From an optimization exercise on the open Yosys and OpenROAD flow, aimed at small area, a short achievable clock period and few clock cycles per item; shortcuts taken in it are not production practice.
Only simulation tests tie the RTL to the original design; equivalence was not proved.
Power is estimated from default activity; no workload was simulated.

**flow/design.v**
```verilog
package dmem_pkg;
  localparam int DMEM_DATA_WIDTH = 10;
  localparam int DMEM_ADDR_WIDTH = 10;
  localparam int DMEM_DEPTH = 256;
endpackage
module dmem_array #(
  parameter int DATA_WIDTH = 10,
  parameter int DEPTH = 256,
  parameter int IW = 8
) (
  input  logic                  clk,
  input  logic                  we,
  input  logic [IW-1:0]         idx,
  input  logic [DATA_WIDTH-1:0] wdata,
  output logic [DATA_WIDTH-1:0] rdata
);
  logic [DATA_WIDTH-1:0] mem [DEPTH];
  logic [DEPTH-1:0] sel;
  always_comb
    for (int w = 0; w < DEPTH; w++) sel[w] = idx == IW'(w);
  always_ff @(posedge clk)
    for (int w = 0; w < DEPTH; w++) if (we && sel[w]) mem[w] <= wdata;
  always_comb begin
    rdata = '0;
    for (int w = 0; w < DEPTH; w++) rdata = rdata | (mem[w] & {DATA_WIDTH{sel[w]}});
  end
endmodule
module data_memory_responder #(
  parameter int DATA_WIDTH = dmem_pkg::DMEM_DATA_WIDTH,
  parameter int ADDR_WIDTH = dmem_pkg::DMEM_ADDR_WIDTH,
  parameter int DEPTH = dmem_pkg::DMEM_DEPTH
) (
  input  logic                  CLK,
  input  logic                  RESET,
  input  logic                  Req_Valid_IN,
  output logic                  Req_Ready_OUT,
  input  logic                  Req_Write_IN,
  input  logic [ADDR_WIDTH-1:0] Req_Address_IN,
  input  logic [DATA_WIDTH-1:0] Req_Data_IN,
  output logic                  Resp_Valid_OUT,
  input  logic                  Resp_Ready_IN,
  output logic [DATA_WIDTH-1:0] Resp_Data_OUT,
  output logic                  Resp_Error_OUT,
  output logic                  Busy_OUT
);
  localparam int IW = DEPTH > 1 ? $clog2(DEPTH) : 1;
  logic v1;
  logic [ADDR_WIDTH-1:0] a1;
  logic [DATA_WIDTH-1:0] d1;
  logic w1;
  logic vo, vk;
  logic [DATA_WIDTH-1:0] od, kd;
  logic oe, ke;
  logic accept, take, push, in_range;
  logic [DATA_WIDTH-1:0] rdata, rd_resp;
  assign Req_Ready_OUT = !(v1 && vk);
  assign accept = Req_Valid_IN && Req_Ready_OUT;
  assign take = vo && Resp_Ready_IN;
  assign push = v1 && (!vk || take);
  assign Resp_Valid_OUT = vo;
  assign Resp_Data_OUT = od;
  assign Resp_Error_OUT = oe;
  assign Busy_OUT = v1 || vo;
  assign in_range = {1'b0, a1} < (ADDR_WIDTH + 1)'(DEPTH);
  dmem_array #(.DATA_WIDTH(DATA_WIDTH), .DEPTH(DEPTH), .IW(IW)) u_array (
    .clk(CLK),
    .we(v1 && w1 && in_range),
    .idx(a1[IW-1:0]),
    .wdata(d1),
    .rdata(rdata)
  );
  assign rd_resp = (!w1 && in_range) ? rdata : '0;
  always_ff @(posedge CLK)
    if (Req_Ready_OUT) begin
      a1 <= Req_Address_IN;
      d1 <= Req_Data_IN;
      w1 <= Req_Write_IN;
    end
  always_ff @(posedge CLK) begin
    if (!vo || Resp_Ready_IN) begin
      od <= vk ? kd : rd_resp;
      oe <= vk ? ke : !in_range;
    end
    if (!vk || Resp_Ready_IN) begin
      kd <= rd_resp;
      ke <= !in_range;
    end
  end
  always_ff @(posedge CLK or negedge RESET)
    if (!RESET) begin
      v1 <= 1'b0;
      vo <= 1'b0;
      vk <= 1'b0;
    end else begin
      v1 <= accept || (v1 && !push);
      vo <= take ? (vk || push) : (vo || push);
      vk <= take ? (vk && push) : (vk || (vo && push));
    end
endmodule
```
**flow/run.sh**
```bash
#!/bin/bash
# synth_recipe.tcl (not shown) runs the flow's synth.tcl, then flattens the netlist and writes it again
# the make line also repeats each setting of config.mk as NAME=value (left out here)
make -C /OpenROAD-flow-scripts/flow DESIGN_CONFIG=/design/flow/config.mk WORK_HOME=/design/flow/orfs CLKGATE_MAP_FILE= SYNTH_SCRIPT=/design/flow/synth_recipe.tcl finish
```
**flow/config.mk**
```make
export PLATFORM = sky130hd
export DESIGN_NAME = data_memory_responder
export DESIGN_NICKNAME = data_memory_responder
export VERILOG_FILES = /design/flow/design.v
export SDC_FILE = /design/flow/constraint.sdc
export NUM_CORES = 4
export LEC_CHECK = 0
export CAP_MARGIN = 20
export CORE_MARGIN = 2
export CORE_UTILIZATION = 40
export SLEW_MARGIN = 20
```
**flow/constraint.sdc**
```tcl
create_clock -name core_clock -period 5.0 [get_ports {CLK}]
set_input_delay 1.0000 -clock core_clock [delete_from_list [all_inputs] [get_ports {CLK}]]
set_output_delay 1.0000 -clock core_clock [all_outputs]
set_load 0.01 [all_outputs]
```
==> parameters.txt <==
Parameter                              Value

Floorplan
  Starting density of the core ... 40.2%
  Width of the die ... 499 um
  Overall die height ... 499 um
  Core box area ... 0.243 mm2
  Area of the die ... 0.249 mm2
  Count of boundary I/O pins ... 39
  Number of rows in the core area ... 181

Clock network
  Clock slew seen by the registers of the worst setup and hold paths ... 0.06 ns
  Quantity of hold-fixing buffers added after cts ... 0
  Post-CTS resize count ... 0
  Number of buffers created by CTS ... 289
  Post-CTS setup-driven buffer insertion count ... 0
  CTS max path bufs ... 4
  Worst-Skew Late Latency ... 0.99 ns
  Buffer cell driving the clock tree root ... clkbuf_16
  Clock tree from TritonCTS ... done
  H-Tree Level Count ... 5
  Number of clock sinks ... 2606

Layout
  Final net count ... 6477
  Number of fill cells in the layout ... 20500
  Post-route cell area ... 0.116 mm2
  Ratio of cells with drive above 1 in the final layout ... 17.7%
  Register cell area after layout ... 0.0782 mm2
  Finished Core Util ... 47.6%
  Layout overhead on the synthesized area ... 18.3%
  Combined area of the multi-input logic cells ... 0.0184 mm2

Power and ir drop
  Pwr Density ... 463 mW/mm2
  Comb pwr share ... 14.1%
  Static Leakage ... 35.5 nW
  Flop pwr share ... 47.9%
  Proportion of power drawn by the clock network ... 38.0%
  Net switching fraction of the power ... 27.7%
  VDD IR max ... 0.333 mV
  Design internal power ... 0.0388 W
  Total net switching power ... 0.0149 W

Drt
  Detailed router's first-iteration violation count ... 15500
  Wire per inst ... 46.3 um
  Final ANT Viol Nets ... 0
  Avg Vias per Cell ... 6.98
  Final wirelength ... 457000 um
  Number of detailed-routing iterations run before antenna repair ... 10
  Total via count in the routed design ... 68900
  Drt drc ... 0

Global routing
  Largest net degree at the start of global routing ... 161
  Final global-route overflow total ... 0
  Initial antenna violation count ... 34
  First-pass GRT wire length ... 594000 um
  Total Routing Usage GR ... 35.9%
  Vias in the first global route ... 62900

Timing
  Highest clock rate ... 196 MHz
  Min Clock Period, post-route ... 5.10 ns
  Portion of the clock cycle consumed by the worst path in the final layout ... 102%
  Setup-violating endpoint count in the final report ... 5
  Worst slew pin tran ... 1.43 ns
  Final Max Tran Viols ... 0
  Worst Hold Slack ... 0.186 ns
  Post-route clock skew ... 0.0725 ns
  Sum of negative setup slack ... -0.353 ns
  Slack of the critical path ... -0.0956 ns
  Setup repair after global routing missed its margin ... no
  Headroom to the max-slew limit ... 4.62%
  Final hold violations ... 0

Worst setup path
  Startpoint of the worst register-to-register path ... a1[2]
  Endpoint required time on the critical path ... 5.70 ns
  Kind of critical path ... reg2reg
  Crit path capture ... kd[4]
  Destination of the worst register-to-register timing path ... kd[4]
  Number of cell instances on the worst register-to-register path ... 12
  Arrival time reported for the critical path endpoint ... 5.80 ns
  Maximum fanout along the worst path ... 45
  Kind of capture point of the worst setup path ... flop
  Setup crit start kind ... flop
  R2R Setup Slk ... -0.1 ns
  Beginning of the critical path ... a1[2]

Synthesis
  Synthesized cell area ... 0.0979 mm2
  Gate Count Post-Synth ... 5924
  Number of synthesized flops with an enable pin ... 2603
  Netlist cell types ... 57
  Share of async-settable or async-resettable flops after synthesis ... 0.115%
  Synth Area per Inst ... 16.5 um2
  Primary FF master, synth ... edfxtp_1
  Share of the yosys chip area belonging to registers ... 79.9%
  Yosys reg bits ... 2606
  Total number of yosys warnings ... 3
  Syn Nets ... 5949

Placement
  Post-place setup slack ... 0.169 ns
  Placement Cell Area ... 0.107 mm2
  Number of buffers inserted by port buffering ... 38
  RePlAce Congestion ... 1.06
  HPWL after detailed placement ... 303000 um

Hold path
  HP Class ... in2async

Run
  Max-cap violation count ... 0

Outcome
  Run status ... failed layout checks
  Layout check failures ... negative setup slack
-- layout by cell type, fill, tap and decap left out, types with 61 or more instances in the layout --
cell       instances
o22ai_1          193
a222oi_1          75
nor2_1           324
nor4_1           108
buf_12            77
buf_4            594
nand3_1          500
clkinv_1          61
nand4_1          154
clkbuf_16        296
nand2_1           88
edfxtp_1        2603
a21oi_1          225
a22oi_1          776
-- layout make-up --
type	instances	share of cell area, %
timing repair buffer	716	5.59
inverter	4	0.0130
multi-input combinational	2835	15.9
clock buffer	346	6.55
clock inverter	142	0.984
antenna	15	0.0324
tap	3202	3.46
sequential	2606	67.5
-- how the worst min path moves through the flow --
stage	from	endpoint	slack [ns]	depth (start not counted)
floorplan	a1[8]	ke	0.52	2
global placement	ke	oe	0.54	1
detailed placement	d1[8]	u_array.mem[3][8]	0.55	0
CTS	RESET	v1	0.17	1
global route	RESET	vk	0.19	1
finish	RESET	v1	0.19	1
-- Yosys cell counts, drive strengths merged, types with 7 or more instances --
library cell | instances | area share [%]
o22ai | 193 | 1.2
nor2 | 335 | 1.3
a222oi | 75 | 0.77
nand3 | 501 | 2.6
and3 | 32 | 0.20
a21oi | 225 | 1.1
a221oi | 7 | 0.063
nor4 | 119 | 0.78
edfxtp | 2603 | 80
mux2 | 8 | 0.092
a2111oi | 14 | 0.13
nand4b | 10 | 0.096
a22o | 34 | 0.30
buf | 253 | 1.2
nor3 | 69 | 0.35
o211ai | 15 | 0.11
and4b | 12 | 0.12
nand2 | 89 | 0.34
nor4b | 10 | 0.10
a22oi | 776 | 5.9
o21ai | 13 | 0.066
nor4bb | 12 | 0.12
or4 | 24 | 0.18
clkbuf | 226 | 0.87
or4b | 8 | 0.082
nand4bb | 11 | 0.13
nand4 | 154 | 0.98
a32oi | 41 | 0.37
-- flip-flops by register name, indices dropped and copies added (netlist names) --
signal / cells
a1: 10
d1: 10
kd: 10
ke: 1
od: 10
oe: 1
u_array.mem: 2560
v1: 1
vk: 1
vo: 1
w1: 1
-- power by group through the flow --
stage	sequential, W	clock [W]	combinational (W)
finish	0.0257	0.0204	0.00760
global route	0.0257	0.0212	0.00747
CTS	0.0257	0.0203	0.00722
detailed placement	0.0261	0	0.00721
global placement	0.0261	0	0.00708
floorplan	0.0269	0	0.00224
-- layer usage --
layer,global-route usage [%],part of all wire (%)
met2,50.8,42
met5,0.424,0.063
met1,46.4,35
met4,23.8,8.2
met3,12.9,15
-- critical path: stages (launching register included) --
cell and delay [ns]:
edfxtp_1 0.64, buf_4 0.36, and4_4 0.40, buf_12 0.24
buf_4 0.32, nand3_1 0.09, nand4_1 0.15, nor3_1 0.78
nand4_1 0.70, nor4_2 0.49, buf_4 0.26, buf_4 0.14
a21oi_1 0.06
-- stage by stage --
stage               cells  total power [W]
detailed placement   9358           0.0333
CTS                  9846           0.0532
global placement     9352           0.0332
floorplan            5924           0.0292
finish               9866           0.0537
global route         9852           0.0544
-- cell families after synthesis --
kind of cell           Yosys count  share of synthesized area, %
flip-flops                    2606                          79.9
AO/OA/AOI/OAI                 1418                          10.4
buffers and inverters          483                          2.13
multiplexers                    13                         0.156
AND/OR/NAND/NOR               1404                          7.47
Testbench counts, summed over its fixed seeds: cycles 24,016, items 24,000.

==> static timing again, ports no longer ideal <==
The flow's constraints put no driver on any port. The routed layout listed below was extracted and timed again, unchanged, in two steps.
Step 1 sets driving cells, clkbuf_16 on the clock port and buf_2 on the other inputs (assumed; they add their load-dependent delay and slew).
Step 2 adds t to the input delays and takes it off the output delays; t is the mean of the earliest and latest rising clock arrival at the registers after step 1. Input paths then give back, and output paths get back, about the clock's delay inside the block.
a / b / c = ideal ports / drivers / drivers and shift; a / b = the first two.
t, ns: 1.050
slack for setup (ns): -0.096 / -0.096 / -0.096
worst setup path at the end: register to register
clock arrival spread, ns: 0.086 / 0.085
The setup slack of this run moves by 0.000 ns with the drivers and by 0.000 ns with both steps.
